Source: an optimization exercise on an open RTL-to-GDS flow (aim: small area). Production flows keep margins and buffers that such runs may drop.
Function was checked by simulation only, so behaviour that the tests miss may differ from the original.
Power is estimated from default activity; no workload was simulated. No driver is modelled on the clock port, so clocking that relies on it looks cheaper here than on a real chip.

### config.mk
export PLATFORM = sky130hd
export DESIGN_NAME = pov_display_top
export DESIGN_NICKNAME = pov_display_top
export VERILOG_FILES = /design/flow/design.v
export SDC_FILE = /design/flow/constraint.sdc
export NUM_CORES = 4
export LEC_CHECK = 0
export CAP_MARGIN = 0
export CORE_MARGIN = 2
export CORE_UTILIZATION = 40
export GPL_TIMING_DRIVEN = 0
export SLEW_MARGIN = 0
export SYNTH_HIERARCHICAL = 1
### constraint.sdc
create_clock -name core_clock -period 5.0 [get_ports {clk}]
set_input_delay 1.0000 -clock core_clock [delete_from_list [all_inputs] [get_ports {clk}]]
set_output_delay 1.0000 -clock core_clock [all_outputs]
set_load 0.01 [all_outputs]
### design.v
`default_nettype none
`default_nettype wire
`default_nettype none
package pov_pkg;
    typedef enum logic [7:0] {
        OP_WRITE_COL   = 8'h10,
        OP_SET_ENABLE  = 8'h20,
        OP_READ_STATUS = 8'h30
    } spi_opcode_e;
    typedef enum logic [2:0] {
        DEC_OPCODE,
        DEC_INDEX,
        DEC_DATA,
        DEC_ENABLE,
        DEC_IGNORE
    } dec_state_e;
    typedef enum logic [1:0] {
        SEQ_IDLE,
        SEQ_LOAD,
        SEQ_SHIFT,
        SEQ_LATCH
    } seq_state_e;
    typedef logic [64-1:0] col_word_t;
endpackage
`default_nettype wire
`default_nettype none
module gate_a222oi (
    input  logic a1, a2, b1, b2, c1, c2,
    output logic y
);
    assign y = ~((a1 & a2) | (b1 & b2) | (c1 & c2));
endmodule
module gate_nand2 (
    input  logic a, b,
    output logic y
);
    assign y = ~(a & b);
endmodule
module gate_nand3 (
    input  logic a, b, c,
    output logic y
);
    assign y = ~(a & b & c);
endmodule
module gate_or2 (
    input  logic a, b,
    output logic y
);
    assign y = a | b;
endmodule
module onehot_sel16 (
    input  logic [15:0] d,
    input  logic [15:0] s,
    output logic        p0,
    output logic        p1
);
    logic [5:0] n;
    gate_a222oi u_t0 (.a1(d[0]),  .a2(s[0]),  .b1(d[1]),  .b2(s[1]),  .c1(d[2]),  .c2(s[2]),  .y(n[0]));
    gate_a222oi u_t1 (.a1(d[3]),  .a2(s[3]),  .b1(d[4]),  .b2(s[4]),  .c1(d[5]),  .c2(s[5]),  .y(n[1]));
    gate_a222oi u_t2 (.a1(d[6]),  .a2(s[6]),  .b1(d[7]),  .b2(s[7]),  .c1(d[8]),  .c2(s[8]),  .y(n[2]));
    gate_a222oi u_t3 (.a1(d[9]),  .a2(s[9]),  .b1(d[10]), .b2(s[10]), .c1(d[11]), .c2(s[11]), .y(n[3]));
    gate_a222oi u_t4 (.a1(d[12]), .a2(s[12]), .b1(d[13]), .b2(s[13]), .c1(d[14]), .c2(s[14]), .y(n[4]));
    gate_nand2  u_t5 (.a(d[15]), .b(s[15]), .y(n[5]));
    gate_nand3  u_p0 (.a(n[0]), .b(n[1]), .c(n[2]), .y(p0));
    gate_nand3  u_p1 (.a(n[3]), .b(n[4]), .c(n[5]), .y(p1));
endmodule
module onehot_or16 (
    input  logic [15:0] d,
    input  logic [15:0] s,
    output logic        y
);
    logic p0, p1;
    onehot_sel16 u_sel (.d(d), .s(s), .p0(p0), .p1(p1));
    gate_or2     u_y   (.a(p0), .b(p1), .y(y));
endmodule
`default_nettype wire
`default_nettype none
module pov_display_top (
    input  logic                  clk,
    input  logic                  rst_n,
    input  logic                  som_sclk,
    input  logic                  som_cs_n,
    input  logic                  som_mosi,
    output logic                  som_miso,
    output logic                  drv_sclk,
    output logic                  drv_lat,
    output logic                  drv_gclk,
    output logic [4-1:0] drv_sin,
    output logic [8-1:0]  col_sel
);
    localparam int COL_AW = $clog2(8);
    localparam int LB     = 16;
    localparam int DIV_W  = (4 > 1) ? $clog2(4) : 1;
    logic [2:0] sclk_pipe;
    logic [2:0] cs_pipe;
    logic [1:0] mosi_pipe;
    logic       sclk_rise;
    logic       sclk_fall;
    logic       cs_fall;
    logic       cs_high;
    logic [2:0] bit_cnt;
    logic [7:0] rx_byte;
    logic [7:0] tx_shift;
    logic [7:0] tx_byte;
    logic       byte_valid;
    logic       frame_start;
    assign sclk_rise = sclk_pipe[1] & ~sclk_pipe[2];
    assign sclk_fall = ~sclk_pipe[1] & sclk_pipe[2];
    assign cs_fall   = ~cs_pipe[1] & cs_pipe[2];
    assign cs_high   = cs_pipe[1];
    assign som_miso  = tx_shift[7];
    always_ff @(posedge clk) begin
        if (!rst_n) begin
            sclk_pipe <= '0;
            cs_pipe   <= '1;
        end else begin
            sclk_pipe <= {sclk_pipe[1:0], som_sclk};
            cs_pipe   <= {cs_pipe[1:0], som_cs_n};
        end
    end
    always_ff @(posedge clk) begin
        mosi_pipe <= {mosi_pipe[0], som_mosi};
    end
    always_ff @(posedge clk) begin
        if (sclk_rise && !cs_high) begin
            rx_byte <= {rx_byte[6:0], mosi_pipe[1]};
        end
    end
    always_ff @(posedge clk) begin
        if (!rst_n) begin
            bit_cnt     <= '0;
            byte_valid  <= 1'b0;
            frame_start <= 1'b0;
            tx_shift    <= '0;
        end else begin
            byte_valid  <= 1'b0;
            frame_start <= cs_fall;
            if (cs_high) begin
                bit_cnt  <= '0;
                tx_shift <= '0;
            end else begin
                if (sclk_rise) begin
                    bit_cnt <= bit_cnt + 3'd1;
                    if (bit_cnt == 3'd7) begin
                        byte_valid <= 1'b1;
                    end
                end
                if (sclk_fall) begin
                    if (bit_cnt == 3'd0) begin
                        tx_shift <= tx_byte;
                    end else begin
                        tx_shift <= {tx_shift[6:0], 1'b0};
                    end
                end
            end
        end
    end
    logic [DIV_W-1:0] div_cnt;
    logic             shift_tick;
    logic             after_tick;
    assign after_tick = div_cnt == DIV_W'(1);
    always_ff @(posedge clk) begin
        if (!rst_n) begin
            div_cnt    <= '0;
            shift_tick <= 1'b0;
            drv_gclk   <= 1'b0;
        end else begin
            if (div_cnt == DIV_W'(4 - 1)) begin
                div_cnt    <= '0;
                shift_tick <= 1'b1;
            end else begin
                div_cnt    <= div_cnt + 1'b1;
                shift_tick <= 1'b0;
            end
            if (shift_tick) begin
                drv_gclk <= ~drv_gclk;
            end
        end
    end
    pov_pkg::seq_state_e seq;
    logic [COL_AW-1:0]   col_addr;
    logic [7:0]          frame_count;
    logic [3:0]          bit_idx;
    logic                shift;
    logic                active;
    logic                col_busy;
    logic                sel_v;
    logic                display_enable;
    assign col_busy = seq == pov_pkg::SEQ_SHIFT;
    assign drv_sclk = col_busy && shift_tick;
    assign shift    = after_tick && (seq == pov_pkg::SEQ_SHIFT || seq == pov_pkg::SEQ_LATCH);
    assign active   = col_busy || shift;
    assign drv_lat  = sel_v && (seq == pov_pkg::SEQ_LOAD || seq == pov_pkg::SEQ_IDLE);
    always_comb begin
        for (int i = 0; i < 8; i++) begin
            col_sel[i] = sel_v && col_addr == COL_AW'((i + 1) % 8);
        end
    end
    always_ff @(posedge clk) begin
        if (!rst_n) begin
            seq         <= pov_pkg::SEQ_IDLE;
            bit_idx     <= '0;
            col_addr    <= '0;
            sel_v       <= 1'b0;
            frame_count <= '0;
        end else begin
            if (shift) begin
                bit_idx <= bit_idx + 1'b1;
            end
            case (seq)
                pov_pkg::SEQ_IDLE: begin
                    sel_v    <= 1'b0;
                    col_addr <= '0;
                    if (display_enable && shift_tick) begin
                        seq <= pov_pkg::SEQ_LOAD;
                    end
                end
                pov_pkg::SEQ_LOAD: begin
                    seq <= pov_pkg::SEQ_SHIFT;
                end
                pov_pkg::SEQ_SHIFT: begin
                    if (shift_tick && bit_idx == 4'd15) begin
                        seq <= pov_pkg::SEQ_LATCH;
                    end
                end
                pov_pkg::SEQ_LATCH: begin
                    if (shift_tick) begin
                        sel_v <= 1'b1;
                        {frame_count, col_addr} <= {frame_count, col_addr} + 1'b1;
                        seq <= display_enable ? pov_pkg::SEQ_LOAD : pov_pkg::SEQ_IDLE;
                    end
                end
                default: seq <= pov_pkg::SEQ_IDLE;
            endcase
        end
    end
    localparam logic [3:0] S_OPC = 4'b0000;
    localparam logic [3:0] S_IDX = 4'b0001;
    localparam logic [3:0] S_ENA = 4'b0010;
    localparam logic [3:0] S_IGN = 4'b0011;
    logic [3:0]           st;
    pov_pkg::col_word_t   col_mem [8];
    pov_pkg::col_word_t   stage;
    logic [COL_AW-1:0]    wr_idx;
    logic                 in_data;
    logic                 byte_in;
    logic                 wr_req;
    logic                 pend_hi;
    logic                 pend_lo;
    logic [COL_AW-1:0]    pend_col;
    logic                 locked;
    logic                 commit_hi;
    logic                 commit_lo;
    logic [8-1:0] col_valid;
    assign in_data   = st[3];
    assign byte_in   = byte_valid && in_data;
    assign wr_req    = byte_valid && st == 4'b1111;
    assign locked    = col_busy && pend_col == col_addr;
    assign commit_hi = pend_hi && !(locked && !bit_idx[3]);
    assign commit_lo = pend_lo && !locked;
    always_ff @(posedge clk) begin
        for (int n = 0; n < 8; n++) begin
            if (byte_in && st[2:0] == 3'(n)) begin
                stage[64-8-8*n +: 8] <= rx_byte;
            end
        end
    end
    always_ff @(posedge clk) begin
        if (!rst_n) begin
            pend_hi   <= 1'b0;
            pend_lo   <= 1'b0;
            col_valid <= '0;
        end else begin
            if (wr_req) begin
                pend_hi <= 1'b1;
            end else if (commit_hi) begin
                pend_hi <= 1'b0;
            end
            if (wr_req) begin
                pend_lo <= 1'b1;
            end else if (commit_lo) begin
                pend_lo <= 1'b0;
            end
            for (int i = 0; i < 8; i++) begin
                if (commit_lo && pend_col == COL_AW'(i)) begin
                    col_valid[i] <= 1'b1;
                end
            end
        end
        if (wr_req) begin
            pend_col <= wr_idx;
        end
    end
    always_ff @(posedge clk) begin
        for (int i = 0; i < 8; i++) begin
            for (int k = 0; k < 4; k++) begin
                if (commit_hi && pend_col == COL_AW'(i)) begin
                    col_mem[i][k*LB + LB/2 +: LB/2] <= stage[k*LB + LB/2 +: LB/2];
                end
                if (commit_lo && pend_col == COL_AW'(i)) begin
                    col_mem[i][k*LB +: LB/2] <= stage[k*LB +: LB/2];
                end
            end
        end
    end
    logic [8-1:0]  csel;
    logic [LB-1:0]         bsel;
    always_comb begin
        for (int i = 0; i < 8; i++) begin
            csel[i] = active && col_valid[i] && col_addr == COL_AW'(i);
        end
        for (int j = 0; j < LB; j++) begin
            bsel[j] = bit_idx == 4'(LB - 1 - j);
        end
    end
    logic [2*8-1:0] part [4];
    logic [2*8-1:0] psel;
    for (genvar i = 0; i < 8; i++) begin : g_col
        assign psel[2*i]   = csel[i];
        assign psel[2*i+1] = csel[i];
        for (genvar k = 0; k < 4; k++) begin : g_lane
            onehot_sel16 u_bit (
                .d(col_mem[i][k*LB +: LB]), .s(bsel),
                .p0(part[k][2*i]), .p1(part[k][2*i+1])
            );
        end
    end
    for (genvar k = 0; k < 4; k++) begin : g_sin
        onehot_or16 u_col (.d(part[k]), .s(psel), .y(drv_sin[k]));
    end
    always_ff @(posedge clk) begin
        if (!rst_n) begin
            st             <= S_OPC;
            wr_idx         <= '0;
            display_enable <= 1'b0;
            tx_byte        <= '0;
        end else if (frame_start) begin
            st      <= S_OPC;
            tx_byte <= '0;
        end else if (byte_valid) begin
            tx_byte <= '0;
            if (in_data) begin
                st <= (st == 4'b1111) ? S_IGN : st + 4'd1;
            end else begin
                case (st)
                    S_OPC: begin
                        case (rx_byte)
                            pov_pkg::OP_WRITE_COL:  st <= S_IDX;
                            pov_pkg::OP_SET_ENABLE: st <= S_ENA;
                            pov_pkg::OP_READ_STATUS: begin
                                tx_byte <= frame_count;
                                st      <= S_IGN;
                            end
                            default: st <= S_IGN;
                        endcase
                    end
                    S_IDX: begin
                        wr_idx <= rx_byte[COL_AW-1:0];
                        st     <= 4'b1000;
                    end
                    S_ENA: begin
                        display_enable <= rx_byte[0];
                        st             <= S_IGN;
                    end
                    default: st <= S_IGN;
                endcase
            end
        end
    end
endmodule
`default_nettype wire
### flow/run.sh
#!/bin/bash
# Layout flow: the standard flow (standard.sh) with two settings changed:
# - clock tree synthesis adds no dummy loads for balancing and clusters up to
#   28 flip-flops within 80 um per leaf buffer
# - port buffers are the plain buf_1 instead of a delay buffer
export CTS_ARGS="-sink_clustering_enable -repair_clock_nets -dont_use_dummy_load -sink_clustering_size 28 -sink_clustering_max_diameter 80"
export BUFFER_PORTS_ARGS="-buffer_cell sky130_fd_sc_hd__buf_1"
bash standard.sh > standard.log 2>&1
### standard.sh
#!/bin/bash
# synth_recipe.tcl (not shown) runs the flow's synth.tcl, then flattens the netlist and writes it again
# the make line also repeats each setting of config.mk as NAME=value (left out here)
make -C /OpenROAD-flow-scripts/flow DESIGN_CONFIG=/design/flow/config.mk WORK_HOME=/design/flow/orfs CLKGATE_MAP_FILE= SYNTH_SCRIPT=/design/flow/synth_recipe.tcl "${@:-finish}"
==> results.toml, run 1 <==
[outcome]
outcome = "timing/DRC/antenna clean"

[route]
via_count = 12600
drt-pass1-iter-count = 11
vias_per_cell = 5.94
drt-total-wl_um = 54300
final_routed_drc_violation_total = 0
routedWlPerCell_um = 25.5
count_of_nets_left_with_antenna_violations_after_detail_routing = 0
initial_drc_count = 2081

[clock_network]
postCtsSetupBuffers = 0
cts.clk_slew.worst_paths_ns = 0.10
clkLatencyLatePin_ns = 0.59
cts_htree_levels = 1
cts_tree = "yes"
cts_sinks = 656
clockRootBuffer = "clkbuf_16"
post_cts_hold_buffer_count = 0
max-clock-path-buffers = 3
cts_inserted_buffers = 28

[yosys]
synth_enable_flop_cells = 587
yosys_warnings = 10
postSynthRegisterBits = 656
ys.flop_type = "edfxtp_1"
synth_fp_nets = 1309
avgSynthCellArea_um2 = 18.3
synth-seq-area-share_pct = 81.1
yosys.cell_types.count = 51
netlist_area_um2 = 23500
async_reset_ff_share_pct = 0
netlist_instances = 1279

[floorplan]
dieWidth_um = 246
floorplan.initialDensity_pct = 40.6
die_height_um = 246
num_io_pins = 21
site_rows = 88
fp.dieArea_um2 = 60600
placeableCoreArea_um2 = 57800

[place]
detailedPlace.worstSlack_ns = 0.592
routabilityCongestion = 0.801
hpwl_um = 35100
io_buffers = 19
dp_cells = 2095

[grt]
grt_max_degree = 34
number_of_antenna_violations_at_the_first_check_in_global_routing = 2
vias_in_the_first_global_route = 12200
grt-ovfl-total = 0
grt_usage_pct = 17.9
grt_first_pass_wirelength_um = 80500

[sta]
final_critical_path_setup_slack_ns = 0.171
fmax_mhz = 207
grt_setup_unrepaired = "no"
min_period_over_period_pct = 96.6
hold_viol_final = 0
hold-worst-slack_ns = 0.369
drv_slew = 0
post_route_minimum_period_ns = 4.83
worstMarginPinSlew_ns = 1.42
skew_ns = 0.0327
finalSetupViolations = 0
slew_headroom_pct = 5.50

[flow_run]
cap_viol_max_count = 0

[worst_hold_path]
worst_hold_path_type = "reg2reg"

[setup_path]
worst_setup_slack_for_register_to_register_paths_ns = 2.04
timing.setup.critical_path_class = "reg2out"
worst-path-max-fanout = 32
critical_path_required_ns = 4.00
r2r.worst_path.cells = 8
worstReg2RegStart = "seq[0]"
worstSetupStartpointType = "flop"
startpoint = "bit_idx[3]"
worstPathArrival_ns = 3.83
cp-endpoint = "drv_sin[0]"
setup_crit_end_kind = "output port"
crit_reg_reg_endpoint = "col_mem[0][50]"

[power_and_ir_drop]
pwr_density_cell_nw_per_um2 = 327
power_leakage_nw = 8.07
power.total_mw = 8.43
power.ir.vdd_worst_uv = 259

[final_layout]
final-instance-count-excl-fill = 2125
post_route_cells_drive_above_1_share_pct = 7.95
design.final.nets = 1391
area_growth_synth_to_finish_pct = 9.99
cells in the final DEF (no fill, tap or decap), types with 20 or more instances in the layout:
cell / count
and2_1: 20
nor2_1: 46
nand3_1: 79
nand2_1: 61
clkbuf_16: 28
edfxtp_1: 587
a222oi_1: 180
ha_1: 25
buf_1: 20
dfxtp_1: 69
flip-flops by register name (all words and copies together), names as in the netlist, 3 cells and up:
register     count
bit_cnt          3
wr_idx           3
pend_col         3
frame_count      8
sclk_pipe        3
st               4
col_valid        8
col_mem        512
rx_byte          8
cs_pipe          3
col_addr         3
bit_idx          4
tx_byte          8
stage           64
tx_shift         8
metrics by stage:
step	utilization (%)	TNS (ns)	instance area [um^2]
2_1_floorplan	-	0	23500
3_3_place_gp	42.3	-195.14	24500
3_5_place_dp	43.3	0	25100
4_1_cts	44.6	0	25800
5_1_grt	44.6	0	25800
6_report	44.6	0	25800
worst max-delay path, cell delays in order (launching register included):
cell and delay, ns:
dfxtp_1 0.54, nor2b_1 0.16, and2_1 0.66, a222oi_1 0.66, nand3_1 0.24, a222oi_1 0.33, nand3_1 0.16, or2_1 0.32
buf_1 0.16
worst min-delay path by stage:
stage                   end    startpoint  cells past startpoint
2_1_floorplan  mosi_pipe[1]  mosi_pipe[0]                      0
3_3_place_gp   mosi_pipe[1]  mosi_pipe[0]                      0
3_5_place_dp   mosi_pipe[1]  mosi_pipe[0]                      0
4_1_cts        mosi_pipe[1]  mosi_pipe[0]                      0
5_1_grt        mosi_pipe[1]  mosi_pipe[0]                      0
6_report       mosi_pipe[1]  mosi_pipe[0]                      0
power breakdown:
part | internal [mW] | switching (mW) | total (mW)
Combinational | 0.00976 | 0.0209 | 0.0306
Clock | 1.00 | 1.51 | 2.51
Sequential | 5.88 | 0.00533 | 5.88
cell families after synthesis:
family,Yosys count,synth area share [%]
AO/OA/AOI/OAI,236,9.45
XOR/XNOR,14,0.555
AND/OR/NAND/NOR,296,6.33
buffers and inverters,38,0.667
multiplexers,14,0.603
flip-flops,656,81.1
adder cells (fa/ha/maj),25,1.33
per-module statistics from Yosys (local to each module, per instance), excerpt:
module | cell area [um^2] | cells inside
gate_nand2 | 3.75 | 1
pov_display_top | 21100 | 987
gate_nand3 | 5.00 | 1
gate_or2 | 6.26 | 1
gate_a222oi | 10.0 | 1
cells in the mapped netlist (13+ instances only):
master	instances	area share [%]
a21oi_1	13	0.28
dfxtp_1	69	5.9
nand3_1	79	1.7
a222oi_1	180	7.7
nand2_1	61	0.98
nand2b_1	13	0.35
inv_1	19	0.30
and3_1	19	0.51
edfxtp_1	587	75
nor2_1	55	0.88
and2_1	28	0.75
mux2i_1	13	0.55
ha_1	25	1.3
area by class of cell:
cell class | instances | area, um^2
plain buffers | 19 | 85.1
repair buffers | 52 | 549
fillers | 4978 | 32000
well taps | 765 | 957
inverters | 19 | 71.3
clock buffers | 28 | 701
flip-flops and latches | 656 | 19000
diodes | 1 | 2.50
multi-input cells | 585 | 4420
what timing repair did:
item                                    4_1_cts  5_1_grt
gates resized for setup                       1        1
pin swaps                                     1        0
endpoints found under the setup margin        1        1
metal layers:
layer / track usage (%) / vias to the layer above / share of wire (%)
met5: 0 / - / 0
met4: 4.14 / 0 / 1.9
met3: 2.00 / 64 / 7.5
met2: 29.2 / 526 / 48
met1: 25.7 / 6478 / 42
li1: - / 5555 / -
==> inputs of run 2 (changes only) <==
--- a/config.mk
+++ b/config.mk
@@ -5,9 +5,9 @@
 export SDC_FILE = /design/flow/constraint.sdc
 export NUM_CORES = 4
 export LEC_CHECK = 0
-export CAP_MARGIN = 0
+export CAP_MARGIN = 20
 export CORE_MARGIN = 2
 export CORE_UTILIZATION = 40
-export GPL_TIMING_DRIVEN = 0
-export SLEW_MARGIN = 0
+export PLACE_DENSITY = 0.75
+export SLEW_MARGIN = 20
 export SYNTH_HIERARCHICAL = 1
==> run 2 against run 1 <==
Against the previous run: first-iteration DRC count rose by 12%; area after synthesis did not move; critical path type unchanged; still clean on timing, DRC and antenna; worst setup slack better by 0.093 ns; utilization is 0.44 points lower; largest power group unchanged; final cell count fell by 0.85%.
==> results.toml, run 2 <==
[final_layout]
ff_latch_area_um2 = 19000
final_common_cell = "edfxtp_1"
final_layout_fill_cell_count = 4860
final_util_pct = 44.2
area_growth_synth_to_finish_pct = 8.92
largest_reg_flops = 512
finish.instance_area_um2 = 25500
antenna_cells = 0
mostFrequentLayoutCells = "edfxtp_1, a222oi_1, nand3_1"
top_regs = "col_mem (512), stage (64)"
design.final.nets = 1374
multiInputGateArea_um2 = 4400
post_route_cells_drive_above_1_share_pct = 6.93
register_bank_with_the_most_flops = "col_mem"

[power_and_ir_drop]
power.total_mw = 8.35
power_leakage_nw = 7.99
pwr_density_cell_nw_per_um2 = 327
power.ir.vdd_worst_uv = 252

[sta]
skew_ns = 0.0436
finalSetupViolations = 0
fmax_mhz = 211
slew_headroom_pct = 22.5
finalSetupTns_ns = 0
min_period_over_period_pct = 94.7
drv_slew = 0
post_route_minimum_period_ns = 4.74
final_critical_path_setup_slack_ns = 0.264
worstMarginPinSlew_ns = 1.16
hold_viol_final = 0
grt_setup_unrepaired = "no"

[route]
via_count = 12800
initial_drc_count = 2329
routedWlPerCell_um = 24.8
count_of_nets_left_with_antenna_violations_after_detail_routing = 0
drt-total-wl_um = 52300
vias_per_cell = 6.08
final_routed_drc_violation_total = 0
drt-pass1-iter-count = 10

[floorplan]
die_height_um = 246
dieWidth_um = 246
num_io_pins = 21
placeableCoreArea_um2 = 57800
fp.dieArea_um2 = 60600
floorplan.initialDensity_pct = 40.6
site_rows = 88

[yosys]
postSynthRegisterBits = 656
async_reset_ff_share_pct = 0
netlist_area_um2 = 23500
combinational_family_with_the_most_area_after_synthesis = "compound AO/OA/AOI/OAI gates"
yosys.area_share.adder_pct = 1.33
synth_top_cells_by_area = "edfxtp_1, a222oi_1, dfxtp_1, nand3_1, ha_1"
synth_mux_area_share_pct = 0.603
synth_fp_nets = 1309
ys.flop_type = "edfxtp_1"
synth_enable_flop_cells = 587
xor_and_xnor_area_share_after_synthesis_pct = 0.555
yosys.cell_count.top_type = "edfxtp_1"
synthDominantAreaCellType = "edfxtp_1"
synth-seq-area-share_pct = 81.1
synth.cells.most_frequent = "edfxtp_1, a222oi_1, nand3_1, dfxtp_1, nand2_1"
synth.top_cell.area_share_pct = 75.2
post_synth_and_or_nand_nor_area_fraction_pct = 6.33
yosys.cell_types.count = 51
netlist_instances = 1279
yosys_warnings = 10
avgSynthCellArea_um2 = 18.3
synth_compound_gate_area_share_pct = 9.45

[setup_path]
timing.setup.critical_path_class = "reg2out"
worstPathArrival_ns = 3.74
setup_crit_end_kind = "output port"
critical_path.cell_chain = "inv_1 -> ha_1 -> and3_1 -> buf_4 -> a222oi_1 -> nand3_1 -> a222oi_1 -> nand3_1 -> or2_1 -> buf_1"
worst-path-max-fanout = 17
worstSetupStartpointType = "flop"
critical-path-max-stage-delay_ns = 0.50
critical_path.slowest_cell = "a222oi_1"
r2r.worst_path.cells = 6
critical_path_required_ns = 4.00
startpoint = "bit_idx[1]"
worstReg2RegStart = "seq[0]"

[clock_network]
cts_htree_levels = 1
ctsResizeCount = 0
max-clock-path-buffers = 3
postCtsSetupBuffers = 0
cts_inserted_buffers = 27
cts_sinks = 656
cts.clk_slew.worst_paths_ns = 0.11
clockRootBuffer = "clkbuf_16"
clkLatencyLatePin_ns = 0.59
cts_tree = "yes"
post_cts_hold_buffer_count = 0

[grt]
grt_usage_pct = 17.0
grt_max_degree = 34
grt_first_pass_wirelength_um = 77600
vias_in_the_first_global_route = 12400
grt-ovfl-total = 0
number_of_antenna_violations_at_the_first_check_in_global_routing = 0

[place]
detailedPlace.worstSlack_ns = 0.887
routabilityCongestion = 0.905
io_buffers = 20
post_dp_cell_area_um2 = 24700
hpwl_um = 32400

[worst_hold_path]
worst_hold_path_type = "reg2reg"
hold-path-cell-count = 0
hp-start = "mosi_pipe[0]"

[flow_run]
cap_viol_max_count = 0

[outcome]
outcome = "timing/DRC/antenna clean"
-- run 2: logic make-up (layout without fill, tap and decap cells) --
kind of cell	after synthesis	count (layout)
xor gates and xnor gates	14	14
adders and majority gates	25	25
muxes	14	14
DFF	656	656
buffers and inverters	38	101
AOI/OAI and AO/OA	236	236
and+or+nand+nor	296	296
-- run 2: cell type report --
| class | instances | area share, % |
|---|---|---|
| Tap cell | 765 | 3.75 |
| Timing Repair Buffer | 55 | 1.68 |
| Inverter | 19 | 0.279 |
| Sequential cell | 656 | 74.4 |
| Clock buffer | 27 | 2.65 |
| Multi-Input combinational cell | 585 | 17.2 |
-- run 2: path summary, 6_finish.rpt --
path	to	slack, ns
max	drv_sin[3]	0.26
min	mosi_pipe[1]	0.33
max reg2reg	col_valid[1]	2.33
min reg2reg	mosi_pipe[1]	0.33
-- run 2: metal layers --
metal / part of all wire, % / up-vias / GRT usage [%] / routed length, um
met5: 0 / - / 0 / 0
met4: 3.0 / 0 / 4.76 / 1580
met3: 9.7 / 90 / 2.57 / 5090
met2: 48 / 768 / 27.8 / 25300
met1: 39 / 6431 / 23.5 / 20300
li1: - / 5531 / - / -
-- run 2: per-module statistics from Yosys (local to each module, per instance), excerpt --
| module | flip-flops and latches | times used |
|---|---|---|
| gate_nand3 | 0 | 72 |
| gate_a222oi | 0 | 180 |
| gate_or2 | 0 | 4 |
| pov_display_top | 656 | 1 |
| gate_nand2 | 0 | 36 |
-- run 2: stage by stage --
step / std cells / hold WS [ns]
floorplan: 1279 / 0.310
global route: 2107 / 0.342
CTS: 2102 / 0.336
global placement: 2074 / 0.319
finish: 2107 / 0.332
detailed placement: 2075 / 0.321
-- run 2: critical path: cells and delay by family (launching register included) --
| kind | cells | cell delay [ns] |
|---|---|---|
| AOI/OAI and AO/OA | 2 | 0.90 |
| adders and majority gates | 1 | 0.21 |
| buffers and inverters | 3 | 0.59 |
| DFF | 1 | 0.39 |
| and+or+nand+nor | 4 | 1.02 |
-- run 2: report_power, final --
| part | internal (mW) | switching [mW] | leakage [nW] |
|---|---|---|---|
| sequential | 5.88 | 0.00674 | 5.83 |
| combinational | 0.00900 | 0.0173 | 1.82 |
| clock | 0.970 | 1.47 | 0.333 |
| total | 6.86 | 1.50 | 7.99 |
==> inputs of run 3 (changes only) <==
--- a/config.mk
+++ b/config.mk
@@ -8,6 +8,5 @@
 export CAP_MARGIN = 20
 export CORE_MARGIN = 2
 export CORE_UTILIZATION = 40
-export PLACE_DENSITY = 0.75
 export SLEW_MARGIN = 20
 export SYNTH_HIERARCHICAL = 1
==> run 3 against run 2 <==
Against the previous run: sequential share of layout area fell by 0.32 points; global-route usage rose by 1.6 points; clock skew rose by 0.0024 ns; wire length rose by 7.7%; sequential power barely moved; flip-flop and latch count did not move; final cell count rose by 0.57%; utilization rose by 0.19 points; design area rose by 0.44%; register-to-register slack got worse by 0.12 ns; clock-buffer cell count rose by 1; die area did not move; largest power group unchanged; highest routed layer unchanged.
==> results.toml, run 3 <==
[sta]
slew_headroom_pct = 30.6
skew_ns = 0.0460
hold_viol_final = 0
min_period_over_period_pct = 96.7
finalSetupViolations = 0
finalSetupTns_ns = 0
drv_slew = 0
worstMarginPinSlew_ns = 1.04
grt_setup_unrepaired = "no"
post_route_minimum_period_ns = 4.83
fmax_mhz = 207
hold-worst-slack_ns = 0.343

[setup_path]
startpoint = "bit_idx[0]"
setup_crit_end_kind = "output port"
worstSetupStartpointType = "flop"
worstReg2RegStart = "seq[0]"
critical_path_required_ns = 4.00
worstPathArrival_ns = 3.83
timing.setup.critical_path_class = "reg2out"
worst-path-max-fanout = 19

[clock_network]
cts_tree = "yes"
postCtsSetupBuffers = 0
cts.clk_slew.worst_paths_ns = 0.11
cts_htree_levels = 1
cts_inserted_buffers = 28
clkLatencyLatePin_ns = 0.61
max-clock-path-buffers = 3
ctsResizeCount = 0
post_cts_hold_buffer_count = 0
cts_sinks = 656
clockRootBuffer = "clkbuf_16"

[final_layout]
register_bank_with_the_most_flops = "col_mem"
antenna_cells = 0
design.final.nets = 1386
mostFrequentLayoutCells = "edfxtp_1, a222oi_1, nand3_1"
top_regs = "col_mem (512), stage (64)"
area_growth_synth_to_finish_pct = 9.39
largest_reg_flops = 512
ff_latch_area_um2 = 19000
final_common_cell = "edfxtp_1"
final_layout_fill_cell_count = 4994
multiInputGateArea_um2 = 4400
post_route_cells_drive_above_1_share_pct = 7.83

[power_and_ir_drop]
power_leakage_nw = 8.06
pwr_density_cell_nw_per_um2 = 329
power.ir.vdd_worst_uv = 269
power.total_mw = 8.43

[floorplan]
site_rows = 88
num_io_pins = 21
placeableCoreArea_um2 = 57800
fp.dieArea_um2 = 60600
dieWidth_um = 246
die_height_um = 246
floorplan.initialDensity_pct = 40.6

[place]
hpwl_um = 35600
routabilityCongestion = 0.850
io_buffers = 20

[flow_run]
cap_viol_max_count = 0

[route]
initial_drc_count = 1789
drt-total-wl_um = 56300
via_count = 12600
vias_per_cell = 5.94
drt-pass1-iter-count = 10
count_of_nets_left_with_antenna_violations_after_detail_routing = 0
final_routed_drc_violation_total = 0
routedWlPerCell_um = 26.6

[yosys]
async_reset_ff_share_pct = 0
synth-seq-area-share_pct = 81.1
netlist_area_um2 = 23500
synth.top_cell.area_share_pct = 75.2
synth_enable_flop_cells = 587
synth.cells.most_frequent = "edfxtp_1, a222oi_1, nand3_1, dfxtp_1, nand2_1"
ys.flop_type = "edfxtp_1"
synth_fp_nets = 1309
synth_top_cells_by_area = "edfxtp_1, a222oi_1, dfxtp_1, nand3_1, ha_1"
avgSynthCellArea_um2 = 18.3
postSynthRegisterBits = 656
yosys_warnings = 10
synthDominantAreaCellType = "edfxtp_1"
yosys.cell_types.count = 51
netlist_instances = 1279
yosys.cell_count.top_type = "edfxtp_1"

[grt]
vias_in_the_first_global_route = 12400
grt_max_degree = 34
grt_first_pass_wirelength_um = 82400
grt_usage_pct = 18.5
grt-ovfl-total = 0
number_of_antenna_violations_at_the_first_check_in_global_routing = 0

[worst_hold_path]
hp-start = "mosi_pipe[0]"
worst_hold_path_type = "reg2reg"

[outcome]
outcome = "timing/DRC/antenna clean"
run 3: cell counts after synthesis:
Identical to the previous run, type by type.
run 3: path summary, 6_finish.rpt:
kind	depth (start not counted)	end	slack (ns)
worst max-delay path	10	drv_sin[1]	0.17
worst min-delay path	0	mosi_pipe[1]	0.34
worst max register to register	7	col_mem[7][26]	2.21
worst min register to register	0	mosi_pipe[1]	0.34
run 3: kinds of logic after synthesis:
logic type               after synthesis  synth area share [%]
flip-flops                           656                  81.1
multiplexers                          14                 0.603
AND/OR/NAND/NOR                      296                  6.33
adder cells (fa/ha/maj)               25                  1.33
AO/OA/AOI/OAI                        236                  9.45
buffers and inverters                 38                 0.667
XOR/XNOR                              14                 0.555
run 3: layer usage:
metal | vias to the layer above | wire length (um) | GRT usage (%)
li1 | 5539 | - | -
met1 | 6466 | 23600 | 26.0
met2 | 505 | 27100 | 30.2
met3 | 69 | 4170 | 2.44
met4 | 0 | 1410 | 5.35
met5 | - | 0 | 0
run 3: per-stage QoR:
step	util, %	cells	setup slack, ns	area [um^2]
after floorplan	-	1279	0.466	23500
after CTS	44.2	2114	0.119	25600
after detailed placement	43.0	2086	0.789	24900
final	44.4	2119	0.165	25700
after global routing	44.4	2119	0.0190	25700
after global placement	42.9	2082	0.687	24800
run 3: layout make-up:
type,count,area share [%]
repair buffers,66,2.00
inverters,19,0.278
multi-input cells,585,17.2
clock buffers,28,2.73
flip-flops and latches,656,74.1
well taps,765,3.73
run 3: worst max-delay path, cell delays in order (launching register included):
cell and delay, ns:
dfxtp_1 0.40, inv_1 0.10, ha_1 0.25, and3_1 0.42, buf_4 0.34, a222oi_1 0.51, nand3_1 0.29, a222oi_1 0.40
nand3_1 0.11, or2_1 0.25, buf_1 0.13
run 3: power by group:
part / switching (mW) / internal [mW]
sequential: 0.00727 / 5.88
clock: 1.52 / 1.00
combinational: 0.0178 / 0.00896
total: 1.54 / 6.89
run 3: per-module statistics from Yosys (local to each module, per instance), a selection:
module           flops+latches  times used
gate_nand2                   0          36
gate_nand3                   0          72
pov_display_top            656           1
gate_a222oi                  0         180
gate_or2                     0           4
==> inputs of run 4 (changes only) <==
--- a/config.mk
+++ b/config.mk
@@ -8,5 +8,6 @@
 export CAP_MARGIN = 20
 export CORE_MARGIN = 2
 export CORE_UTILIZATION = 40
+export PLACE_DENSITY = 0.92
 export SLEW_MARGIN = 20
 export SYNTH_HIERARCHICAL = 1
==> run 4 against run 3 <==
Against the previous run: now fails the layout checks on negative setup slack; critical path depth down 1; clock skew up 0.020 ns; non-clock buffer count down 18; clock power down 2%; critical endpoint unchanged; area after synthesis unchanged; design area down 0.25%; final cell count down 0.90%; sequential share of layout area up 0.19 points; power down 0.75%; register-to-register slack better by 0.04 ns; worst hold slack worse by 0.012 ns; synthesized cell count unchanged.
==> results.toml, run 4 <==
[place]
detailedPlace.worstSlack_ns = 0.771
routabilityCongestion = 0.920
dp_cells = 2063
hpwl_um = 33400
io_buffers = 20

[yosys]
netlist_instances = 1279
yosys.cell_count.top_type = "edfxtp_1"
avgSynthCellArea_um2 = 18.3
yosys_warnings = 10
synth-seq-area-share_pct = 81.1
ys.flop_type = "edfxtp_1"
synth_enable_flop_cells = 587
synth_top_cells_by_area = "edfxtp_1, a222oi_1, dfxtp_1, nand3_1, ha_1"
synth_fp_nets = 1309
postSynthRegisterBits = 656
netlist_area_um2 = 23500
async_reset_ff_share_pct = 0
synth.top_cell.area_share_pct = 75.2
synth.cells.most_frequent = "edfxtp_1, a222oi_1, nand3_1, dfxtp_1, nand2_1"
yosys.cell_types.count = 51
synthDominantAreaCellType = "edfxtp_1"

[power_and_ir_drop]
power_leakage_nw = 7.98
power_switching_mw = 1.52
seq_power_share_pct = 70.3
pwr_density_cell_nw_per_um2 = 327
p_comb_share_pct = 0.3
cell_internal_pwr_mw = 6.86
switching_share_pct = 18.1
clock_power_share_pct = 29.4
power.ir.vdd_worst_uv = 231

[grt]
grt_usage_pct = 17.7
grt_max_degree = 34
grt-ovfl-total = 0
grt_first_pass_wirelength_um = 80800
vias_in_the_first_global_route = 13000
number_of_antenna_violations_at_the_first_check_in_global_routing = 0

[clock_network]
cts_sinks = 656
max-clock-path-buffers = 3
cts.clk_slew.worst_paths_ns = 0.10
cts_tree = "yes"
clkLatencyLatePin_ns = 0.61
cts_htree_levels = 1
post_cts_hold_buffer_count = 0
postCtsSetupBuffers = 0
cts_inserted_buffers = 27
ctsResizeCount = 0
clockRootBuffer = "clkbuf_16"

[final_layout]
mostFrequentLayoutCells = "edfxtp_1, a222oi_1, nand3_1"
final_common_cell = "edfxtp_1"
final-instance-count-excl-fill = 2100
final_util_pct = 44.3
area_growth_synth_to_finish_pct = 9.11
post_route_cells_drive_above_1_share_pct = 7.04
largest_reg_flops = 512
top_regs = "col_mem (512), stage (64)"
register_bank_with_the_most_flops = "col_mem"
design.final.nets = 1367
antenna_cells = 0

[route]
routedWlPerCell_um = 26.3
count_of_nets_left_with_antenna_violations_after_detail_routing = 0
final_routed_drc_violation_total = 0
initial_drc_count = 2816
drt-total-wl_um = 55300
vias_per_cell = 6.38
drt-pass1-iter-count = 14
via_count = 13400

[sta]
min_period_over_period_pct = 101
slew_headroom_pct = 22.4
final_critical_path_setup_slack_ns = -0.0695
drv_slew = 0
worstMarginPinSlew_ns = 1.16
grt_setup_unrepaired = "no"
fmax_mhz = 197
post_route_minimum_period_ns = 5.07
finalSetupViolations = 1
hold_viol_final = 0
skew_ns = 0.0661

[floorplan]
dieWidth_um = 246
num_io_pins = 21
fp.dieArea_um2 = 60600
placeableCoreArea_um2 = 57800
die_height_um = 246
floorplan.initialDensity_pct = 40.6
site_rows = 88

[setup_path]
worstPathArrival_ns = 4.07
critical_path.cell_chain = "inv_1 -> ha_1 -> and2_2 -> a222oi_1 -> nand3_1 -> a222oi_1 -> nand3_1 -> or2_1 -> buf_1"
worstSetupStartpointType = "flop"
worst-path-max-fanout = 32
critical_path_required_ns = 4.00
r2r.worst_path.cells = 6
critical_path.slowest_cell = "a222oi_1"
critical-path-top-delay-family = "simple AND/OR/NAND/NOR gates"
critPathBufInv = 2
critical-path-max-stage-delay_ns = 0.61
worst_setup_slack_for_register_to_register_paths_ns = 2.25
timing.setup.critical_path_class = "reg2out"
critical_path_depth = 9
setup_crit_end_kind = "output port"

[flow_run]
cap_viol_max_count = 0

[outcome]
outcome = "failed layout checks"
so_faults = "negative setup slack"

[worst_hold_path]
hold-path-cell-count = 0
worst_hold_path_type = "reg2reg"
## run 4: cells by family (layout without fill, tap and decap cells)
group / Yosys count / after routing / synth area share [%]
flops: 656 / 656 / 81.1
simple gates: 296 / 296 / 6.33
compound gates: 236 / 236 / 9.45
buf+inv: 38 / 94 / 0.667
fa+ha+maj: 25 / 25 / 1.33
xor+xnor: 14 / 14 / 0.555
mux: 14 / 14 / 0.603
## run 4: worst reg2reg max path, stage by stage, from the launching register on
cell,delay [ns]
dfxtp_1,0.34
inv_1,0.13
ha_1,0.32
inv_1,0.17
o41ai_2,0.90
nor2_4,0.35
buf_16,0.28
## run 4: final timing paths
path / to / startpoint
worst min register to register: mosi_pipe[1] / mosi_pipe[0]
worst min-delay path: mosi_pipe[1] / mosi_pipe[0]
worst max-delay path: drv_sin[1] / bit_idx[1]
worst max register to register: col_mem[1][18] / seq[0]
## run 4: routing by layer
metal  vias up  wire [um]  track usage, %
met3       176       7540            4.43
met4         0       2460            7.11
li1       5495          -               -
met5         -          0               0
met1      6598      18500            21.9
met2      1129      26700            29.5
## run 4: layout make-up
type | instances | area (um^2)
flip-flops and latches | 656 | 19000
repair buffers | 48 | 450
multi-input cells | 585 | 4430
clock buffers | 27 | 676
inverters | 19 | 71.3
fillers | 4710 | 32200
well taps | 765 | 957
## run 4: per-stage QoR
| step | power (mW) | setup TNS [ns] | hold WS (ns) | instance area [um^2] |
|---|---|---|---|---|
| after CTS | 8.37 | 0 | 0.337 | 25300 |
| after detailed placement | 6.04 | 0 | 0.323 | 24700 |
| final | 8.37 | -0.0695 | 0.331 | 25600 |
| after floorplan | 6.03 | 0 | 0.310 | 23500 |
| after global placement | 6.03 | 0 | 0.321 | 24700 |
| after global routing | 8.55 | 0 | 0.352 | 25600 |
## run 4: modules after synthesis (local to each module, per instance), excerpt
module,cell area [um^2],flops+latches,times used
pov_display_top,21100,656,1
gate_nand3,5.00,0,72
gate_or2,6.26,0,4
gate_nand2,3.75,0,36
gate_a222oi,10.0,0,180
## run 4: power groups by stage
stage | clock network (mW) | logic, mW | registers, mW
final | 2.46 | 0.0264 | 5.88
after global routing | 2.64 | 0.0295 | 5.89
after CTS | 2.46 | 0.0262 | 5.88
after detailed placement | 0 | 0.0258 | 6.01
after global placement | 0 | 0.0243 | 6.01
after floorplan | 0 | 0.0216 | 6.01
==> inputs of run 5 (changes only) <==
--- a/config.mk
+++ b/config.mk
@@ -8,6 +8,6 @@
 export CAP_MARGIN = 20
 export CORE_MARGIN = 2
 export CORE_UTILIZATION = 40
-export PLACE_DENSITY = 0.92
+export PLACE_DENSITY = 0.85
 export SLEW_MARGIN = 20
 export SYNTH_HIERARCHICAL = 1
==> run 5 against run 4 <==
Against the previous run: now clean on timing, DRC and antenna; via count decreased by 2.1%; clock skew decreased by 0.015 ns; synthesized cell count unchanged; worst hold slack about the same; first-iteration DRC count increased by 1.6%; power about the same; global-route usage decreased by 0.72 points; critical path depth unchanged; sequential share of layout area increased by 0.17 points; register-to-register slack about the same; clock-buffer cell count unchanged.
==> results.toml, run 5 <==
[grt]
grt_max_degree = 34
grt-ovfl-total = 0
vias_in_the_first_global_route = 12500
grt_usage_pct = 16.9
number_of_antenna_violations_at_the_first_check_in_global_routing = 0
grt_first_pass_wirelength_um = 77800

[final_layout]
antenna_cells = 0
final_util_pct = 44.2
register_bank_with_the_most_flops = "col_mem"
design.final.nets = 1371
final_common_cell = "edfxtp_1"
largest_reg_flops = 512
final_layout_fill_cell_count = 4749
top_regs = "col_mem (512), stage (64)"
post_route_cells_drive_above_1_share_pct = 6.80
mostFrequentLayoutCells = "edfxtp_1, a222oi_1, nand3_1"
area_growth_synth_to_finish_pct = 8.86

[yosys]
synthDominantAreaCellType = "edfxtp_1"
ys.flop_type = "edfxtp_1"
synth.cells.most_frequent = "edfxtp_1, a222oi_1, nand3_1, dfxtp_1, nand2_1"
synth_fp_nets = 1309
async_reset_ff_share_pct = 0
synth.top_cell.area_share_pct = 75.2
yosys.cell_count.top_type = "edfxtp_1"
yosys.cell_types.count = 51
synth_top_cells_by_area = "edfxtp_1, a222oi_1, dfxtp_1, nand3_1, ha_1"
postSynthRegisterBits = 656
yosys_warnings = 10
synth-seq-area-share_pct = 81.1
avgSynthCellArea_um2 = 18.3
netlist_area_um2 = 23500
synth_enable_flop_cells = 587
netlist_instances = 1279

[clock_network]
cts_htree_levels = 1
clkLatencyLatePin_ns = 0.60
post_cts_hold_buffer_count = 0
cts_inserted_buffers = 27
cts_sinks = 656
cts_tree = "yes"
ctsResizeCount = 0
max-clock-path-buffers = 3
postCtsSetupBuffers = 0
clockRootBuffer = "clkbuf_16"
cts.clk_slew.worst_paths_ns = 0.11

[place]
io_buffers = 20
hpwl_um = 32800
routabilityCongestion = 0.874

[setup_path]
critical_path_required_ns = 4.00
worst-path-max-fanout = 24
worstPathArrival_ns = 3.76
timing.setup.critical_path_class = "reg2out"
worstSetupStartpointType = "flop"
setup_crit_end_kind = "output port"

[sta]
post_route_minimum_period_ns = 4.76
worstMarginPinSlew_ns = 1.20
grt_setup_unrepaired = "no"
fmax_mhz = 210
min_period_over_period_pct = 95.2
hold_viol_final = 0
finalSetupTns_ns = 0
finalSetupViolations = 0
drv_slew = 0
slew_headroom_pct = 20.3
skew_ns = 0.0510

[route]
drt-total-wl_um = 53000
vias_per_cell = 6.23
routedWlPerCell_um = 25.2
final_routed_drc_violation_total = 0
count_of_nets_left_with_antenna_violations_after_detail_routing = 0
via_count = 13100
initial_drc_count = 2861
drt-pass1-iter-count = 12

[floorplan]
dieWidth_um = 246
fp.dieArea_um2 = 60600
site_rows = 88
num_io_pins = 21
floorplan.initialDensity_pct = 40.6
die_height_um = 246
placeableCoreArea_um2 = 57800

[worst_hold_path]
worst_hold_path_type = "reg2reg"

[outcome]
outcome = "timing/DRC/antenna clean"

[power_and_ir_drop]
power.ir.vdd_worst_uv = 255
pwr_density_cell_nw_per_um2 = 328
power_leakage_nw = 7.97

[flow_run]
cap_viol_max_count = 0
## run 5: layout make-up
cell class	count	area (um^2)	share of cell area [%]
flip-flops and latches	656	19000	74.5
repair buffers	52	410	1.61
multi-input cells	585	4410	17.3
inverters	19	71.3	0.279
clock buffers	27	676	2.65
well taps	765	957	3.75
## run 5: per-stage QoR
step                      std cells  setup WS, ns  cell area, um^2  hold WS, ns  total power [mW]
final                          2104         0.241            25500        0.331              8.37
after global placement         2070         0.883            24700        0.321              6.03
after global routing           2104         0.126            25500        0.335              8.55
after CTS                      2097         0.150            25400        0.332              8.37
after floorplan                1279         0.466            23500        0.310              6.03
after detailed placement       2070         0.832            24700        0.316              6.04
## run 5: logic make-up after synthesis
group	share of synthesized area, %
multiplexers	0.603
buffers and inverters	0.667
adder cells (fa/ha/maj)	1.33
AND/OR/NAND/NOR	6.33
XOR/XNOR	0.555
flip-flops	81.1
AO/OA/AOI/OAI	9.45
## run 5: worst paths after layout
path / depth (start not counted) / slack [ns] / endpoint / startpoint
max: 9 / 0.24 / drv_sin[0] / bit_idx[1]
min: 0 / 0.33 / mosi_pipe[1] / mosi_pipe[0]
max reg2reg: 4 / 2.26 / col_mem[6][11] / pend_col[0]
min reg2reg: 0 / 0.33 / mosi_pipe[1] / mosi_pipe[0]
## run 5: critical path: stages (launching register included)
cell and delay [ns]:
dfxtp_1 0.40, inv_1 0.10, ha_1 0.24, and2_1 0.55
a222oi_1 0.54, nand3_1 0.26, a222oi_1 0.44, nand3_1 0.21
or2_1 0.27, buf_1 0.14
## run 5: layer usage
metal	track usage [%]	vias up	wire, um
li1	-	5511	-
met1	22.9	6486	19000
met2	27.7	1002	25700
met3	3.08	118	6350
met4	5.70	0	1930
met5	0	-	0
## run 5: power breakdown
| part | internal (mW) | leakage, nW | switching (mW) |
|---|---|---|---|
| clock network | 0.969 | 0.333 | 1.49 |
| logic | 0.00879 | 1.80 | 0.0173 |
| registers | 5.88 | 5.83 | 0.00689 |
| total | 6.86 | 7.97 | 1.51 |
## run 5: modules after synthesis (local to each module, per instance), a selection
| module | flops+latches | cells inside | area, um^2 | times used |
|---|---|---|---|---|
| pov_display_top | 656 | 987 | 21100 | 1 |
| gate_nand2 | 0 | 1 | 3.75 | 36 |
| gate_a222oi | 0 | 1 | 10.0 | 180 |
| gate_nand3 | 0 | 1 | 5.00 | 72 |
| gate_or2 | 0 | 1 | 6.26 | 4 |
==> inputs of run 6 (changes only) <==
==> flow/run.sh (replaced) <==
#!/bin/bash
# Layout flow: the standard flow (standard.sh) with two settings changed:
# - clock tree synthesis adds no dummy loads for balancing and clusters up to
#   32 flip-flops within 80 um per leaf buffer
# - port buffers are the plain buf_1 instead of a delay buffer
export CTS_ARGS="-sink_clustering_enable -repair_clock_nets -dont_use_dummy_load -sink_clustering_size 32 -sink_clustering_max_diameter 80"
export BUFFER_PORTS_ARGS="-buffer_cell sky130_fd_sc_hd__buf_1"
bash standard.sh > standard.log 2>&1
--- a/config.mk
+++ b/config.mk
@@ -8,6 +8,5 @@
 export CAP_MARGIN = 20
 export CORE_MARGIN = 2
 export CORE_UTILIZATION = 40
-export PLACE_DENSITY = 0.85
 export SLEW_MARGIN = 20
 export SYNTH_HIERARCHICAL = 1
==> run 6 against run 5 <==
Against the previous run: maximum frequency is 1.3% lower; wire length is 6.2% higher; clock-buffer cell count is 1 lower; area after synthesis stayed put; via count is 4.4% lower; clock power hardly changed; non-clock buffer count is 14 higher; power is 0.28% lower; first-iteration DRC count is 32% lower; die area stayed put; flip-flop and latch count stayed put; register-to-register slack worse by 0.06 ns.
==> results.toml, run 6 <==
[final_layout]
antenna_cells = 0
design.final.nets = 1384
register_bank_with_the_most_flops = "col_mem"
mostFrequentLayoutCells = "edfxtp_1, a222oi_1, nand3_1"
final_common_cell = "edfxtp_1"
top_regs = "col_mem (512), stage (64)"
finish.instance_area_um2 = 25600
area_growth_synth_to_finish_pct = 9.18
post_route_cells_drive_above_1_share_pct = 7.69
final-instance-count-excl-fill = 2117
largest_reg_flops = 512

[grt]
gr-usage-met1_pct = 26.1
grt_max_degree = 34
met2_usage_pct = 30.0
grt.met3_usage_pct = 2.70
gr-max-usage-layer = "met2"
number_of_antenna_violations_at_the_first_check_in_global_routing = 1
grt-ovfl-total = 0
grt_usage_pct = 18.5
grt_first_pass_wirelength_um = 82500
vias_in_the_first_global_route = 12300

[floorplan]
fp.dieArea_um2 = 60600
die_height_um = 246
num_io_pins = 21
floorplan.initialDensity_pct = 40.6
site_rows = 88
dieWidth_um = 246
placeableCoreArea_um2 = 57800

[clock_network]
cts_inserted_buffers = 26
post_cts_hold_buffer_count = 0
cts_htree_levels = 1
clockRootBuffer = "clkbuf_16"
clkLatencyLatePin_ns = 0.61
max-clock-path-buffers = 3
cts.clk_slew.worst_paths_ns = 0.12
cts_tree = "yes"
postCtsSetupBuffers = 0
ctsResizeCount = 0
cts_sinks = 656

[route]
count_of_nets_left_with_antenna_violations_after_detail_routing = 0
final_routed_drc_violation_total = 0
vias_per_cell = 5.92
via_count = 12500
initial_drc_count = 1949
drt-pass1-iter-count = 12
routedWlPerCell_um = 26.6
drt-total-wl_um = 56300

[yosys]
synth_top_cells_by_area = "edfxtp_1, a222oi_1, dfxtp_1, nand3_1, ha_1"
yosys.cell_count.top_type = "edfxtp_1"
netlist_instances = 1279
synth_enable_flop_cells = 587
ys.flop_type = "edfxtp_1"
yosys.cell_types.count = 51
postSynthRegisterBits = 656
synth-seq-area-share_pct = 81.1
yosys_warnings = 10
async_reset_ff_share_pct = 0
avgSynthCellArea_um2 = 18.3
synth_fp_nets = 1309
synth.cells.most_frequent = "edfxtp_1, a222oi_1, nand3_1, dfxtp_1, nand2_1"
netlist_area_um2 = 23500
synthDominantAreaCellType = "edfxtp_1"
synth.top_cell.area_share_pct = 75.2

[sta]
finalSetupTns_ns = 0
fmax_mhz = 207
min_period_over_period_pct = 96.5
drv_slew = 0
worstMarginPinSlew_ns = 1.04
finalSetupViolations = 0
final_critical_path_setup_slack_ns = 0.177
grt_setup_unrepaired = "no"
post_route_minimum_period_ns = 4.82
hold_viol_final = 0
slew_headroom_pct = 30.4
skew_ns = 0.0664

[setup_path]
worstReg2RegStart = "seq[0]"
setup_crit_end_kind = "output port"
worstPathArrival_ns = 3.82
r2r.worst_path.cells = 7
worstSetupStartpointType = "flop"
critical_path_required_ns = 4.00
worst-path-max-fanout = 19
worst_setup_slack_for_register_to_register_paths_ns = 2.20
crit_reg_reg_endpoint = "col_mem[7][13]"
timing.setup.critical_path_class = "reg2out"

[place]
post_dp_cell_area_um2 = 24900
hpwl_um = 35600
dp_cells = 2086
routabilityCongestion = 0.850
detailedPlace.worstSlack_ns = 0.789
io_buffers = 20

[power_and_ir_drop]
pwr_density_cell_nw_per_um2 = 326
power.ir.vdd_worst_uv = 219
power_leakage_nw = 8.04

[worst_hold_path]
worst_hold_path_type = "reg2reg"
whs_endpoint = "mosi_pipe[1]"
hp-start = "mosi_pipe[0]"
hold-path-cell-count = 0

[flow_run]
cap_viol_max_count = 0

[outcome]
outcome = "timing/DRC/antenna clean"
## run 6: cell types whose count changed in the layout (fill, tap and decap cells not counted), sizes merged
cell,change
buf,+14
clkbuf,-1
## run 6: worst max path at each step
stage                          start            end  slack (ns)  depth (start not counted)
after floorplan               seq[0]  col_mem[2][0]        0.47                          5
after global placement    bit_idx[0]     drv_sin[1]        0.69                         10
after detailed placement  bit_idx[0]     drv_sin[1]        0.79                         10
after CTS                 bit_idx[0]     drv_sin[1]        0.11                         10
after global routing      bit_idx[0]     drv_sin[1]        0.02                         10
final                     bit_idx[0]     drv_sin[2]        0.18                         10
## run 6: cell families (layout without fill, tap and decap cells)
group | count (synthesis) | after routing | synth area share (%)
buffers and inverters | 38 | 111 | 0.667
adder cells (fa/ha/maj) | 25 | 25 | 1.33
flip-flops | 656 | 656 | 81.1
AND/OR/NAND/NOR | 296 | 296 | 6.33
AO/OA/AOI/OAI | 236 | 236 | 9.45
XOR/XNOR | 14 | 14 | 0.555
multiplexers | 14 | 14 | 0.603
## run 6: routing by layer
layer,wire length (um),vias up,share of wire (%)
li1,-,5535,-
met1,23300,6440,41
met2,26900,487,48
met3,4500,74,8.0
met4,1520,0,2.7
met5,0,-,0
## run 6: critical path, cell delays in order (launching register included)
cell,delay [ns]
dfxtp_1,0.40
inv_1,0.10
ha_1,0.25
and3_1,0.41
buf_4,0.33
a222oi_1,0.43
nand3_1,0.21
a222oi_1,0.51
nand3_1,0.11
or2_1,0.29
buf_1,0.15
## run 6: final cells by class
type / count / area [um^2]
fillers: 4999 / 32200
flip-flops and latches: 656 / 19000
multi-input cells: 585 / 4400
well taps: 765 / 957
clock buffers: 26 / 651
repair buffers: 66 / 514
inverters: 19 / 71.3
## run 6: metrics by stage
| stage | power [mW] | hold slack, ns | utilization [%] |
|---|---|---|---|
| 2_1_floorplan | 6.03 | 0.310 | - |
| 3_3_place_gp | 6.04 | 0.325 | 42.9 |
| 3_5_place_dp | 6.04 | 0.323 | 43.0 |
| 4_1_cts | 8.40 | 0.347 | 44.1 |
| 5_1_grt | 8.60 | 0.351 | 44.3 |
| 6_report | 8.35 | 0.342 | 44.3 |
## run 6: per-module statistics from Yosys (local to each module, per instance), excerpt
module           cells  cell area, um^2  times used
pov_display_top    987            21100           1
gate_a222oi          1             10.0         180
gate_or2             1             6.26           4
gate_nand2           1             3.75          36
gate_nand3           1             5.00          72
## run 6: where the power goes
| group | switching, mW | internal, mW | leakage [nW] |
|---|---|---|---|
| registers | 0.00722 | 5.88 | 5.83 |
| logic | 0.0176 | 0.00896 | 1.88 |
| clock network | 1.50 | 0.937 | 0.320 |
| total | 1.52 | 6.82 | 8.04 |
==> inputs of run 7 (changes only) <==
==> flow/run.sh (replaced) <==
#!/bin/bash
# Layout flow: the standard flow (standard.sh) with two settings changed:
# - clock tree synthesis adds no dummy loads for balancing and clusters up to
#   28 flip-flops within 80 um per leaf buffer
# - port buffers are the plain buf_1 instead of a delay buffer
export CTS_ARGS="-sink_clustering_enable -repair_clock_nets -dont_use_dummy_load -sink_clustering_size 28 -sink_clustering_max_diameter 80 -buf_list \"sky130_fd_sc_hd__clkbuf_8 sky130_fd_sc_hd__clkbuf_16\""
export BUFFER_PORTS_ARGS="-buffer_cell sky130_fd_sc_hd__buf_1"
bash standard.sh > standard.log 2>&1
==> run 7 against run 6 <==
Against the previous run: wire length is 0.10% higher; register-to-register slack hardly changed; flip-flop and latch count stayed put; largest cell class unchanged; largest power group unchanged.
==> results.toml, run 7 <==
[outcome]
outcome = "timing/DRC/antenna clean"

[sta]
worstMarginPinSlew_ns = 1.04
finalSetupViolations = 0
hold_viol_final = 0
finalSetupTns_ns = 0
grt_setup_unrepaired = "no"
post_route_minimum_period_ns = 4.83
fmax_mhz = 207
drv_slew = 0
min_period_over_period_pct = 96.7
final_critical_path_setup_slack_ns = 0.165
skew_ns = 0.0460
slew_headroom_pct = 30.6

[final_layout]
top_regs = "col_mem (512), stage (64)"
register_bank_with_the_most_flops = "col_mem"
post_route_cells_drive_above_1_share_pct = 7.83
antenna_cells = 0
mostFrequentLayoutCells = "edfxtp_1, a222oi_1, nand3_1"
final_util_pct = 44.4
area_growth_synth_to_finish_pct = 9.39
design.final.nets = 1386
final_common_cell = "edfxtp_1"
largest_reg_flops = 512

[floorplan]
dieWidth_um = 246
floorplan.initialDensity_pct = 40.6
placeableCoreArea_um2 = 57800
site_rows = 88
fp.dieArea_um2 = 60600
die_height_um = 246
num_io_pins = 21

[clock_network]
max-clock-path-buffers = 3
cts_sinks = 656
ctsResizeCount = 0
clockRootBuffer = "clkbuf_16"
clkLatencyLatePin_ns = 0.61
cts_htree_levels = 1
cts.clk_slew.worst_paths_ns = 0.11
cts_tree = "yes"
cts_inserted_buffers = 28
post_cts_hold_buffer_count = 0
postCtsSetupBuffers = 0

[route]
count_of_nets_left_with_antenna_violations_after_detail_routing = 0
vias_per_cell = 5.94
final_routed_drc_violation_total = 0
via_count = 12600
route.met2.wl_um = 27100
initial_drc_count = 1789
top_layer_used = "met4"
routedWlPerCell_um = 26.6
routed-wl-met3_um = 4170
drt-total-wl_um = 56300
drt-pass1-iter-count = 10
met1Wirelength_um = 23600

[setup_path]
timing.setup.critical_path_class = "reg2out"
worst_setup_slack_for_register_to_register_paths_ns = 2.21
setup_crit_end_kind = "output port"
critical_path_required_ns = 4.00
worstSetupStartpointType = "flop"
startpoint = "bit_idx[0]"
r2r.worst_path.cells = 7
worstReg2RegStart = "seq[0]"
worstPathArrival_ns = 3.83
crit_reg_reg_endpoint = "col_mem[7][26]"
worst-path-max-fanout = 19

[yosys]
synth.cells.most_frequent = "edfxtp_1, a222oi_1, nand3_1, dfxtp_1, nand2_1"
yosys.cell_count.top_type = "edfxtp_1"
avgSynthCellArea_um2 = 18.3
netlist_area_um2 = 23500
synth_top_cells_by_area = "edfxtp_1, a222oi_1, dfxtp_1, nand3_1, ha_1"
synthDominantAreaCellType = "edfxtp_1"
synth_fp_nets = 1309
synth_enable_flop_cells = 587
synth.top_cell.area_share_pct = 75.2
yosys_warnings = 10
postSynthRegisterBits = 656
ys.flop_type = "edfxtp_1"
async_reset_ff_share_pct = 0
netlist_instances = 1279
synth-seq-area-share_pct = 81.1
yosys.cell_types.count = 51

[flow_run]
cap_viol_max_count = 0

[worst_hold_path]
hp-start = "mosi_pipe[0]"
worst_hold_path_type = "reg2reg"
hold-path-cell-count = 0
whs_endpoint = "mosi_pipe[1]"

[grt]
grt_max_degree = 34
number_of_antenna_violations_at_the_first_check_in_global_routing = 0
grt_first_pass_wirelength_um = 82400
grt-ovfl-total = 0
grt_usage_pct = 18.5
vias_in_the_first_global_route = 12400

[power_and_ir_drop]
power_leakage_nw = 8.06
power.total_mw = 8.43
power.ir.vdd_worst_uv = 269
pwr_density_cell_nw_per_um2 = 329

[place]
io_buffers = 20
hpwl_um = 35600
routabilityCongestion = 0.850
detailedPlace.worstSlack_ns = 0.789
## run 7: per-layer routing
layer / vias up / global-route usage [%]
met5: - / 0
met4: 0 / 5.35
met3: 69 / 2.44
met2: 505 / 30.2
li1: 5539 / -
met1: 6466 / 26.0
## run 7: cell families after synthesis
logic type               Yosys count  share of synthesized area [%]
multiplexers                      14                          0.603
flip-flops                       656                           81.1
XOR/XNOR                          14                          0.555
buffers and inverters             38                          0.667
AND/OR/NAND/NOR                  296                           6.33
adder cells (fa/ha/maj)           25                           1.33
AO/OA/AOI/OAI                    236                           9.45
## run 7: worst max-delay path by stage
stage                                to  slack, ns
after floorplan           col_mem[2][0]       0.47
after global placement       drv_sin[1]       0.69
after detailed placement     drv_sin[1]       0.79
after CTS                    drv_sin[1]       0.12
after global routing         drv_sin[1]       0.02
final                        drv_sin[1]       0.17
## run 7: layout make-up
type | instances | area, um^2
fill | 4994 | 32200
sequential | 656 | 19000
multi-input combinational | 585 | 4400
tap | 765 | 957
clock buffer | 28 | 701
timing repair buffer | 66 | 514
inverter | 19 | 71.3
## run 7: critical path: stages (launching register included)
cell,delay [ns]
dfxtp_1,0.40
inv_1,0.10
ha_1,0.25
and3_1,0.42
buf_4,0.34
a222oi_1,0.51
nand3_1,0.29
a222oi_1,0.40
nand3_1,0.11
or2_1,0.25
buf_1,0.13
## run 7: through the flow
step	cell area, um^2	std cells	hold slack (ns)
finish	25700	2119	0.343
global route	25700	2119	0.351
CTS	25600	2114	0.346
detailed placement	24900	2086	0.323
global placement	24800	2082	0.325
floorplan	23500	1279	0.310
## run 7: per-module statistics from Yosys, one instance, submodules excluded, excerpt
module / cell area, um^2 / cells inside / times used
gate_nand2: 3.75 / 1 / 36
gate_nand3: 5.00 / 1 / 72
gate_or2: 6.26 / 1 / 4
pov_display_top: 21100 / 987 / 1
gate_a222oi: 10.0 / 1 / 180
## run 7: report_power, final
group / leakage [nW] / switching, mW / internal (mW)
Combinational: 1.88 / 0.0178 / 0.00896
Clock: 0.345 / 1.52 / 1.00
Sequential: 5.83 / 0.00727 / 5.88
Total: 8.06 / 1.54 / 6.89

re-timing with driven ports:
No port has a modelled driver above. Below, the same layouts with a new extraction and two added sets of constraints.
Step 1 (the two cells are an assumption about what drives the block):
set clk [get_ports {clk}]
set_driving_cell -lib_cell sky130_fd_sc_hd__clkbuf_16 $clk
set_driving_cell -lib_cell sky130_fd_sc_hd__buf_2 [delete_from_list [all_inputs] $clk]
Step 2 moves the port delays by t, midway between the first and last clock arrival at a register: inputs arrive t later, outputs are due t later. That takes back most of the time a late clock gives input paths.
a / b / c = ideal / step 1 / step 2; a / b = the first two.
| run | t (ns) | setup slack, ns | hold slack, ns | clock arrival spread, ns |
|---|---|---|---|---|
| run 1 | 0.635 | 0.171 / 0.115 / 0.750 | 0.369 / 0.369 / 0.369 | 0.038 / 0.037 |
| run 2 | 0.623 | 0.264 / 0.210 / 0.833 | 0.332 / 0.332 / 0.332 | 0.044 / 0.044 |
| run 3 | 0.643 | 0.165 / 0.111 / 0.753 | 0.343 / 0.343 / 0.343 | 0.048 / 0.047 |
| run 4 | 0.627 | -0.070 / -0.122 / 0.506 | 0.331 / 0.331 / 0.331 | 0.067 / 0.067 |
| run 5 | 0.629 | 0.241 / 0.190 / 0.819 | 0.331 / 0.331 / 0.331 | 0.051 / 0.051 |
| run 6 | 0.632 | 0.177 / 0.122 / 0.754 | 0.342 / 0.342 / 0.342 | 0.066 / 0.066 |
| run 7 | 0.643 | 0.165 / 0.111 / 0.753 | 0.343 / 0.343 / 0.343 | 0.048 / 0.047 |
